Source: an optimization exercise on an open RTL-to-GDS flow (aim: small area, a short achievable clock period and few clock cycles per item). Production flows keep margins and buffers that such runs may drop. RTL that was checked went through simulation tests only; none was proved equivalent to the original.

==> flow/design.v (excerpt) <==
module best_disp_select #(
    parameter int unsigned NPIX_LOG2 = 8
) (
    input  logic               clk,
    input  logic               rst,
    input  logic               frame_start,
    input  logic [10:0]        fsum,
    input  logic               valid,
    input  logic               last,
    input  logic [13:0]        g2sum,
    input  logic [10:0]        gsum,
    input  logic [13:0]        fg,
    input  logic [5:0]         place,
    output logic               busy,
    output logic [5:0]         best_place,
    output logic               best_valid,
    output logic               done,
    output logic               overrun
);
For scale: ~3700 cells after synthesis, roughly 38000 sq um of cells after synthesis.
clock: 12.0 ns
lec_check: 0
cap_margin: 20
core_margin: 2
core_utilization: 40
slew_margin: 20
standard.sh (not shown) runs the stock make flow with config.mk's settings and CLKGATE_MAP_FILE= SYNTH_SCRIPT=/design/flow/synth_recipe.tcl, a recipe that flattens the netlist after the stock synthesis.
==> flow/flow/run.sh <==
#!/bin/bash
set -euo pipefail
bash standard.sh SETUP_SLACK_MARGIN=7.0 "CTS_ARGS=-sink_clustering_enable -repair_clock_nets -dont_use_dummy_load" finish > make.log 2>&1
Testbench counts at the start, summed over its fixed seeds: cycles 10,366, items 9,296.
Next try:
==> flow/flow/run.sh (replaced) <==
#!/bin/bash
set -euo pipefail
bash standard.sh SETUP_SLACK_MARGIN=7.0 SETUP_MOVE_SEQUENCE=unbuffer,sizeup,swap,clone "CTS_ARGS=-sink_clustering_enable -repair_clock_nets -dont_use_dummy_load -buf_list sky130_fd_sc_hd__clkbuf_4" finish > make.log 2>&1
Hold slack degrades by 0.011 ns.
Non-clock buffer count goes down by 47.
Routed wire length came out higher by about 1%.
Via count increases by 1.1%.
Synthesized area is unchanged.
Global-route usage goes up by 0.11 points.
Cell area decreases by 2.0%.
Fmax falls by 13%.
Utilization goes down by 0.91 points.
Next try:
==> flow/flow/run.sh (replaced) <==
#!/bin/bash
set -euo pipefail
bash standard.sh SETUP_SLACK_MARGIN=7.0 "CTS_ARGS=-sink_clustering_enable -repair_clock_nets -dont_use_dummy_load" finish > make.log 2>&1
--- a/flow/config.mk
+++ b/flow/config.mk
@@ -9,3 +9,4 @@
 export CORE_MARGIN = 2
 export CORE_UTILIZATION = 40
+export CTS_BUF_LIST = sky130_fd_sc_hd__clkbuf_4
 export SLEW_MARGIN = 20
=> The new run produced a clean layout; global-route usage goes down by 0.11 points; clock-buffer cell count came out lower by 84; sequential share of layout area drops by 0.73 points; final cell count falls by 0.92%.
Next try:
--- a/flow/config.mk
+++ b/flow/config.mk
@@ -8,5 +8,4 @@
 export CAP_MARGIN = 20
 export CORE_MARGIN = 2
-export CORE_UTILIZATION = 40
-export CTS_BUF_LIST = sky130_fd_sc_hd__clkbuf_4
+export CORE_UTILIZATION = 55
 export SLEW_MARGIN = 20
Effect: The new run finished with timing, DRC and antenna clean. Routed wire length is higher by a few percent. Die area goes down by a quarter to a third. Global-route usage went up by 8.0 points. First-iteration DRC count grows by a quarter to a third. Flip-flop and latch count is unchanged. Sequential share of layout area grows by 0.60 points. Synthesized cell count does not change.


Another version of the RTL of best_disp_select (not shown whole).
For scale: ~530 flip-flops, roughly 71 I/O pins, roughly 0.038 mm^2 of cells after synthesis.
Settings: LEC_CHECK=0, CAP_MARGIN=20, CORE_MARGIN=2, CORE_UTILIZATION=40, SLEW_MARGIN=20; clock period 12.0 ns.
run.sh (not shown) runs the stock make flow with config.mk's settings and CLKGATE_MAP_FILE= SYNTH_SCRIPT=/design/flow/synth_recipe.tcl, a recipe that flattens the netlist after the stock synthesis.
Stock flow here: none of the scripts above is used.
The baseline passed the timing, design-rule and antenna checks.
Testbench counts at the start, summed over its fixed seeds: cycles 10,366, items 9,296.
Rerun with:
Settings changed: CORE_UTILIZATION 40 to 65, PLACE_DENSITY from default to 0.75.
- The changed run ran to the end with no violations
- non-clock buffer count drops by 7
- worst hold slack degrades by 0.023 ns
- via count climbs by a few percent
- cell area drops slightly
- routed wire length climbs by a few percent
- worst setup slack degrades by 0.16 ns
- area after synthesis is unchanged
Rerun with:
==> flow/flow/run.sh (new file) <==
#!/bin/bash
set -euo pipefail
bash standard.sh SETUP_SLACK_MARGIN=6.5 finish > make.log 2>&1
==> flow/standard.sh (new file) <==
#!/bin/bash
# synth_recipe.tcl (not shown) runs the flow's synth.tcl, then flattens the netlist and writes it again
# the make line also repeats each setting of config.mk as NAME=value (left out here)
make -C /OpenROAD-flow-scripts/flow DESIGN_CONFIG=/design/flow/config.mk WORK_HOME=/design/flow/orfs CLKGATE_MAP_FILE= SYNTH_SCRIPT=/design/flow/synth_recipe.tcl "${@:-finish}"
Settings changed: CORE_UTILIZATION 65 to 40, PLACE_DENSITY 0.75 to default.
removed: flow/run.sh
Effect:
- The changed run finished with timing, DRC and antenna clean
- final area goes up by about 3.2%
- worst setup slack gains 0.81 ns
- clock skew came out lower by 0.017 ns
- non-clock buffer count rises by 67
- worst hold slack improved by 0.021 ns
- utilization decreases by 26 points
- fmax went up by 15%
Rerun with:
==> flow/flow/run.sh (replaced) <==
#!/bin/bash
set -euo pipefail
bash standard.sh SETUP_SLACK_MARGIN=7.5 finish > make.log 2>&1
Core utilization went up by 1.7 points. Cell count is higher by 1.7%. Global-route usage goes up by 0.72 points. Critical path depth went up by 2. Wire length came out higher by 6.8%. First-iteration DRC count is higher by 17%.


== willow ==
Another version of the RTL of best_disp_select (not shown whole).
For scale: about 3700 cells after synthesis, roughly 540 flip-flops, ~71 I/O pins.
Design best_disp_select, start of the top module:
module best_disp_select #(
    parameter int unsigned NPIX_LOG2 = 8
) (
    input  logic               clk,
    input  logic               rst,
    input  logic               frame_start,
    input  logic [10:0]        fsum,
    input  logic               valid,
    input  logic               last,
    input  logic [13:0]        g2sum,
    input  logic [10:0]        gsum,
    input  logic [13:0]        fg,
    input  logic [5:0]         place,
    output logic               busy,
    output logic [5:0]         best_place,
    output logic               best_valid,
    output logic               done,
    output logic               overrun
);
Settings: LEC_CHECK=0, CAP_MARGIN=20, CORE_MARGIN=2, CORE_UTILIZATION=40, SLEW_MARGIN=20; clock period 12.0 ns.
Stock flow here: none of the scripts above is used.
willow reached the final stage; the timing, design-rule and antenna checks on its layout passed.
The following lists how quartz was set up differently from willow:
-- flow/config.mk --
<<< willow, line 9
export CORE_MARGIN = 2
export CORE_UTILIZATION = 40
export SLEW_MARGIN = 20
>>> quartz, line 9
export CORE_MARGIN = 2
export CORE_UTILIZATION = 40
export SETUP_SLACK_MARGIN = 5
export SLEW_MARGIN = 20
[summary]
- Non-clock buffer count: higher on quartz
- Taking willow as the reference point, the number of global-route vias before repair of quartz rises by 3.2%.
- The final-stage net count on willow is in line with that on quartz.
- Diff quartz..willow | insertion delay of the later-clocked pin in the worst-skew pair | negligible
- Changes observed in quartz relative to willow: global-route wire length before repair increased by 2.0% relative to the old numbers; final design instance area without fill flat; synthesis-to-layout area growth has remained practically unchanged.
- Diff quartz and willow: final setup slack of the worst path higher in quartz
- For relative area of non-clock buffer cells in the final design, quartz and willow come out practically identical.
- Total global routing track utilization, quartz and willow: lower on willow
No run of this note included a check of the RTL's function; only the layout flow was run.


Another version of the RTL of best_disp_select (not shown whole).
Size in the first run: roughly 71 I/O pins, about 38000 um^2 of cells after synthesis.
==> flow/design.v (excerpt) <==
module best_disp_select #(
    parameter int unsigned NPIX_LOG2 = 8
) (
    input  logic               clk,
    input  logic               rst,
    input  logic               frame_start,
    input  logic [10:0]        fsum,
    input  logic               valid,
    input  logic               last,
    input  logic [13:0]        g2sum,
    input  logic [10:0]        gsum,
    input  logic [13:0]        fg,
    input  logic [5:0]         place,
    output logic               busy,
    output logic [5:0]         best_place,
    output logic               best_valid,
    output logic               done,
    output logic               overrun
);
export LEC_CHECK = 0
export CAP_MARGIN = 20
export CORE_MARGIN = 2
export CORE_UTILIZATION = 40
export SLEW_MARGIN = 20
create_clock -name core_clock -period 12.0 [get_ports {clk}]
standard.sh (not shown) runs the stock make flow with config.mk's settings and CLKGATE_MAP_FILE= SYNTH_SCRIPT=/design/flow/synth_recipe.tcl, a recipe that flattens the netlist after the stock synthesis.
==> flow/flow/run.sh <==
#!/bin/bash
set -euo pipefail
bash standard.sh SETUP_SLACK_MARGIN=7.3 "CTS_ARGS=-sink_clustering_enable -repair_clock_nets -dont_use_dummy_load -buf_list sky130_fd_sc_hd__clkbuf_4" finish > make.log 2>&1
The first run finished clean.
Edit:
==> flow/flow/run.sh (replaced) <==
#!/bin/bash
set -euo pipefail
bash standard.sh SETUP_SLACK_MARGIN=7.0 "CTS_ARGS=-sink_clustering_enable -repair_clock_nets -dont_use_dummy_load -buf_list sky130_fd_sc_hd__clkbuf_4" finish > make.log 2>&1
What happened:
- cell area came out lower slightly
- synthesized cell count stays the same
- fmax rises slightly
- routed wire length decreases slightly
- worst hold slack is better by 0.029 ns
- critical path depth shrinks by 2
- die area does not change
- clock-buffer cell count drops by 1
Function was not checked in any run of this note: the RTL went through the layout flow alone.


## run 1
best_disp_select, a different RTL version from the one above (not shown whole).
For scale: about 3600 cells after synthesis, ~71 I/O pins, about 38000 sq um of cells after synthesis.
// best_disp_select
module best_disp_select #(
    parameter int unsigned NPIX_LOG2 = 8
) (
    input  logic               clk,
    input  logic               rst,
    input  logic               frame_start,
    input  logic [10:0]        fsum,
    input  logic               valid,
    input  logic               last,
    input  logic [13:0]        g2sum,
    input  logic [10:0]        gsum,
    input  logic [13:0]        fg,
    input  logic [5:0]         place,
    output logic               busy,
    output logic [5:0]         best_place,
    output logic               best_valid,
    output logic               done,
    output logic               overrun
);
    logic        r_busy;
    logic        r_done;
    logic        r_overrun;
    logic        r_bvalid;
    logic [5:0]  r_bplace;
    logic [21:0] r_bnum;
    logic [21:0] r_bden;
    logic signed [24:0] r_bk;
    logic        r0_v;
    logic [10:0] r0_fsum;
    logic [10:0] r0_gsum;
    logic [13:0] r0_fg;
    logic [13:0] r0_g2sum;
    logic [5:0]  r0_place;
    logic        r0_last;
    logic [5:0] w_bg_one;
    logic [5:0] w_bg_two;
    logic [5:0] w_bg_neg;
    assign w_bg_one[0] = gsum[0] ^ 1'b0;
    assign w_bg_two[0] = (gsum[1] & ~gsum[0] & ~1'b0) | (~gsum[1] & gsum[0] & 1'b0);
    assign w_bg_neg[0] = ~gsum[1];
    assign w_bg_one[1] = gsum[2] ^ gsum[1];
    assign w_bg_two[1] = (gsum[3] & ~gsum[2] & ~gsum[1]) | (~gsum[3] & gsum[2] & gsum[1]);
    assign w_bg_neg[1] = ~gsum[3];
    assign w_bg_one[2] = gsum[4] ^ gsum[3];
    assign w_bg_two[2] = (gsum[5] & ~gsum[4] & ~gsum[3]) | (~gsum[5] & gsum[4] & gsum[3]);
    assign w_bg_neg[2] = ~gsum[5];
    assign w_bg_one[3] = gsum[6] ^ gsum[5];
    assign w_bg_two[3] = (gsum[7] & ~gsum[6] & ~gsum[5]) | (~gsum[7] & gsum[6] & gsum[5]);
    assign w_bg_neg[3] = ~gsum[7];
    assign w_bg_one[4] = gsum[8] ^ gsum[7];
    assign w_bg_two[4] = (gsum[9] & ~gsum[8] & ~gsum[7]) | (~gsum[9] & gsum[8] & gsum[7]);
  ...
Settings: LEC_CHECK=0, CAP_MARGIN=20, CORE_MARGIN=2, CORE_UTILIZATION=40, SLEW_MARGIN=20; clock period 12.0 ns.
==> flow/flow/run.sh <==
#!/bin/bash
set -euo pipefail
bash standard.sh SETUP_SLACK_MARGIN=7.3 "CTS_ARGS=-sink_clustering_enable -repair_clock_nets -dont_use_dummy_load -buf_list sky130_fd_sc_hd__clkbuf_4" finish > make.log 2>&1
Testbench counts of run 1, summed over its fixed seeds: cycles 10,366, items 9,296.
#### Input delta (run 2 over run 1)
==> flow/flow/run.sh <==
#!/bin/bash
set -euo pipefail
bash standard.sh SETUP_SLACK_MARGIN=7.6 "CTS_ARGS=-sink_clustering_enable -repair_clock_nets -dont_use_dummy_load -buf_list sky130_fd_sc_hd__clkbuf_4" finish > make.log 2>&1
NOTE via count of the routed design run 1->run 2 increased slightly. Core utilization: run 2 higher than run 1. Re initial core utilization: no difference whatsoever between run 2 and run 1. Against run 1, run 2 comes in about 1% higher on final layout net count. Delta (run 2 minus run 1): worst hold slack went up by 0.031 ns; wire length rose by about 1.6%.
[inputs] run 3 vs run 2
==> flow/flow/run.sh <==
#!/bin/bash
set -euo pipefail
bash standard.sh SETUP_SLACK_MARGIN=7.0 "CTS_ARGS=-sink_clustering_enable -repair_clock_nets -dont_use_dummy_load -buf_list sky130_fd_sc_hd__clkbuf_4" finish > make.log 2>&1
Findings:
Relative to run 2, the total wire length after detailed routing measured on run 3 has decreased by a few percent.
Highest metal layer with signal wires = met4: run 2; highest metal layer with signal wires = met5: run 3
Of run 3 and run 2, it is run 3 that has the lower summed area of non-filler cells in the final layout.
Taking run 2 as the reference, in run 3 critical path depth picked up an extra 1; worst setup slack decreased 0.14 ns.
Compared with run 2, the router placed fewer vias in run 3.
Run 3 finished every stage and its layout cleared the timing, design-rule and antenna checks.


best_disp_select with an RTL version that a note above also has.
For scale: roughly 3,700 cells after synthesis, ~38,000 um2 of cells after synthesis.
==> flow/config.mk <==
export PLATFORM = sky130hd
export DESIGN_NAME = best_disp_select
export DESIGN_NICKNAME = best_disp_select
export VERILOG_FILES = /design/flow/design.v
export SDC_FILE = /design/flow/constraint.sdc
export NUM_CORES = 4
export LEC_CHECK = 0
export CAP_MARGIN = 20
export CORE_MARGIN = 2
export CORE_UTILIZATION = 40
export SLEW_MARGIN = 20
==> flow/constraint.sdc <==
create_clock -name core_clock -period 12.0 [get_ports {clk}]
set_input_delay 2.4000 -clock core_clock [delete_from_list [all_inputs] [get_ports {clk}]]
set_output_delay 2.4000 -clock core_clock [all_outputs]
set_load 0.01 [all_outputs]
==> flow/flow/run.sh <==
#!/bin/bash
set -euo pipefail
bash standard.sh SETUP_SLACK_MARGIN=7.0 "CTS_ARGS=-sink_clustering_enable -repair_clock_nets -dont_use_dummy_load -buf_list sky130_fd_sc_hd__clkbuf_4" finish > make.log 2>&1
Testbench counts at the start, summed over its fixed seeds: cycles 10,366, items 9,296.
Change:
--- a/flow/config.mk
+++ b/flow/config.mk
@@ -10,0 +11 @@
+export PLACE_DENSITY = 0.7
=>
- via count rises by 1.5%
- worst setup slack gets worse by 24 ps
- global-route usage falls by 0.46 points
- wire length falls by 1.9%
Change:
--- a/flow/config.mk
+++ b/flow/config.mk
@@ -11 +10,0 @@
-export PLACE_DENSITY = 0.7
@@ -12,0 +12 @@
+export TNS_END_PERCENT = 20
Outcome: Via count went down by 1.6%; synthesized area does not change; worst setup slack gets worse by 53 ps; design area went down by 0.66%; routed wire length went up by 1.3%; first-iteration DRC count went up by 0.54%.
Change:
==> flow/flow/run.sh (replaced) <==
#!/bin/bash
set -euo pipefail
bash standard.sh SETUP_SLACK_MARGIN=7.0 "CTS_ARGS=-sink_clustering_enable -repair_clock_nets -dont_use_dummy_load" finish > make.log 2>&1
--- a/flow/config.mk
+++ b/flow/config.mk
@@ -10,0 +11 @@
+export CTS_BUF_LIST = sky130_fd_sc_hd__clkbuf_8
@@ -12 +12,0 @@
-export TNS_END_PERCENT = 20
Effect:
- setup slack improved by 110 ps
- global-route usage went down by 0.24 points
- die area does not change
- clock-buffer cell count came out lower by 86
- via count decreases by 1.5%
- clock skew shrinks by 57 ps
- maximum frequency rises by 2.1%
- wire length hardly moves
- sequential share of layout area fell by 0.63 points
Change:
==> flow/flow/run.sh (replaced) <==
#!/bin/bash
set -euo pipefail
bash standard.sh SETUP_SLACK_MARGIN=7.0 "CTS_ARGS=-sink_clustering_enable -repair_clock_nets -dont_use_dummy_load -buf_list sky130_fd_sc_hd__clkbuf_8" finish > make.log 2>&1
--- a/flow/config.mk
+++ b/flow/config.mk
@@ -11 +10,0 @@
-export CTS_BUF_LIST = sky130_fd_sc_hd__clkbuf_8
Outcome: Count of clock-buffer cells in the layout increases by 30; utilization decreases by 0.23 points.

==> afterwards: timing with drivers on the ports <==
How much do the figures lean on ideal ports? The routed layouts below were timed once more, with nothing changed but the port constraints.
Step 1: set_driving_cell puts a clkbuf_16 on clk and a buf_2 on each other input, an assumption about the parent block.
Step 2 also shifts input and output timing later by t, the mid clock arrival at the registers, as if the neighbouring blocks saw the same clock.
Slacks: ideal / step 1 / step 2; pairs: ideal / step 1.
run	shift t [ns]	setup slack, ns	worst setup path after step 2	clock arrival spread, ns
the first run of note 1	0.655	6.878 / 6.878 / 6.878	register to register	0.064 / 0.064
the second run of note 1	1.010	6.109 / 6.109 / 6.109	register to register	0.116 / 0.116
the third run of note 1	0.655	6.878 / 6.878 / 6.878	register to register	0.064 / 0.064
the fourth run of note 1	0.660	6.787 / 6.787 / 6.787	register to register	0.093 / 0.093
the first run of note 2	0.692	6.071 / 6.071 / 6.071	register to register	0.020 / 0.020
the second run of note 2	0.692	5.909 / 5.909 / 5.909	register to register	0.039 / 0.038
the third run of note 2	0.694	6.720 / 6.720 / 6.720	register to register	0.022 / 0.023
the fourth run of note 2	0.700	6.862 / 6.862 / 6.862	register to register	0.017 / 0.017
willow	0.675	4.965 / 4.965 / 4.965	register to register	0.029 / 0.030
quartz	0.682	5.478 / 5.478 / 5.478	register to register	0.025 / 0.025
the first run of note 4	0.998	6.812 / 6.812 / 6.812	register to register	0.136 / 0.137
the second run of note 4	0.960	6.831 / 6.831 / 6.831	register to register	0.117 / 0.117
run 1	1.002	7.235 / 7.235 / 7.235	register to register	0.110 / 0.111
run 2	1.022	7.282 / 7.282 / 7.282	register to register	0.106 / 0.106
run 3	1.027	7.140 / 7.130 / 7.140	register to register	0.138 / 0.138
the first run of note 6	1.008	6.847 / 6.847 / 6.847	register to register	0.115 / 0.115
the second run of note 6	1.044	6.823 / 6.823 / 6.823	register to register	0.128 / 0.127
the third run of note 6	1.033	6.770 / 6.770 / 6.770	register to register	0.118 / 0.118
the fourth run of note 6	0.655	6.878 / 6.878 / 6.878	register to register	0.064 / 0.064
the fifth run of note 6	0.746	6.784 / 6.784 / 6.784	register to register	0.087 / 0.087
After both steps setup and hold are still met in every run listed.
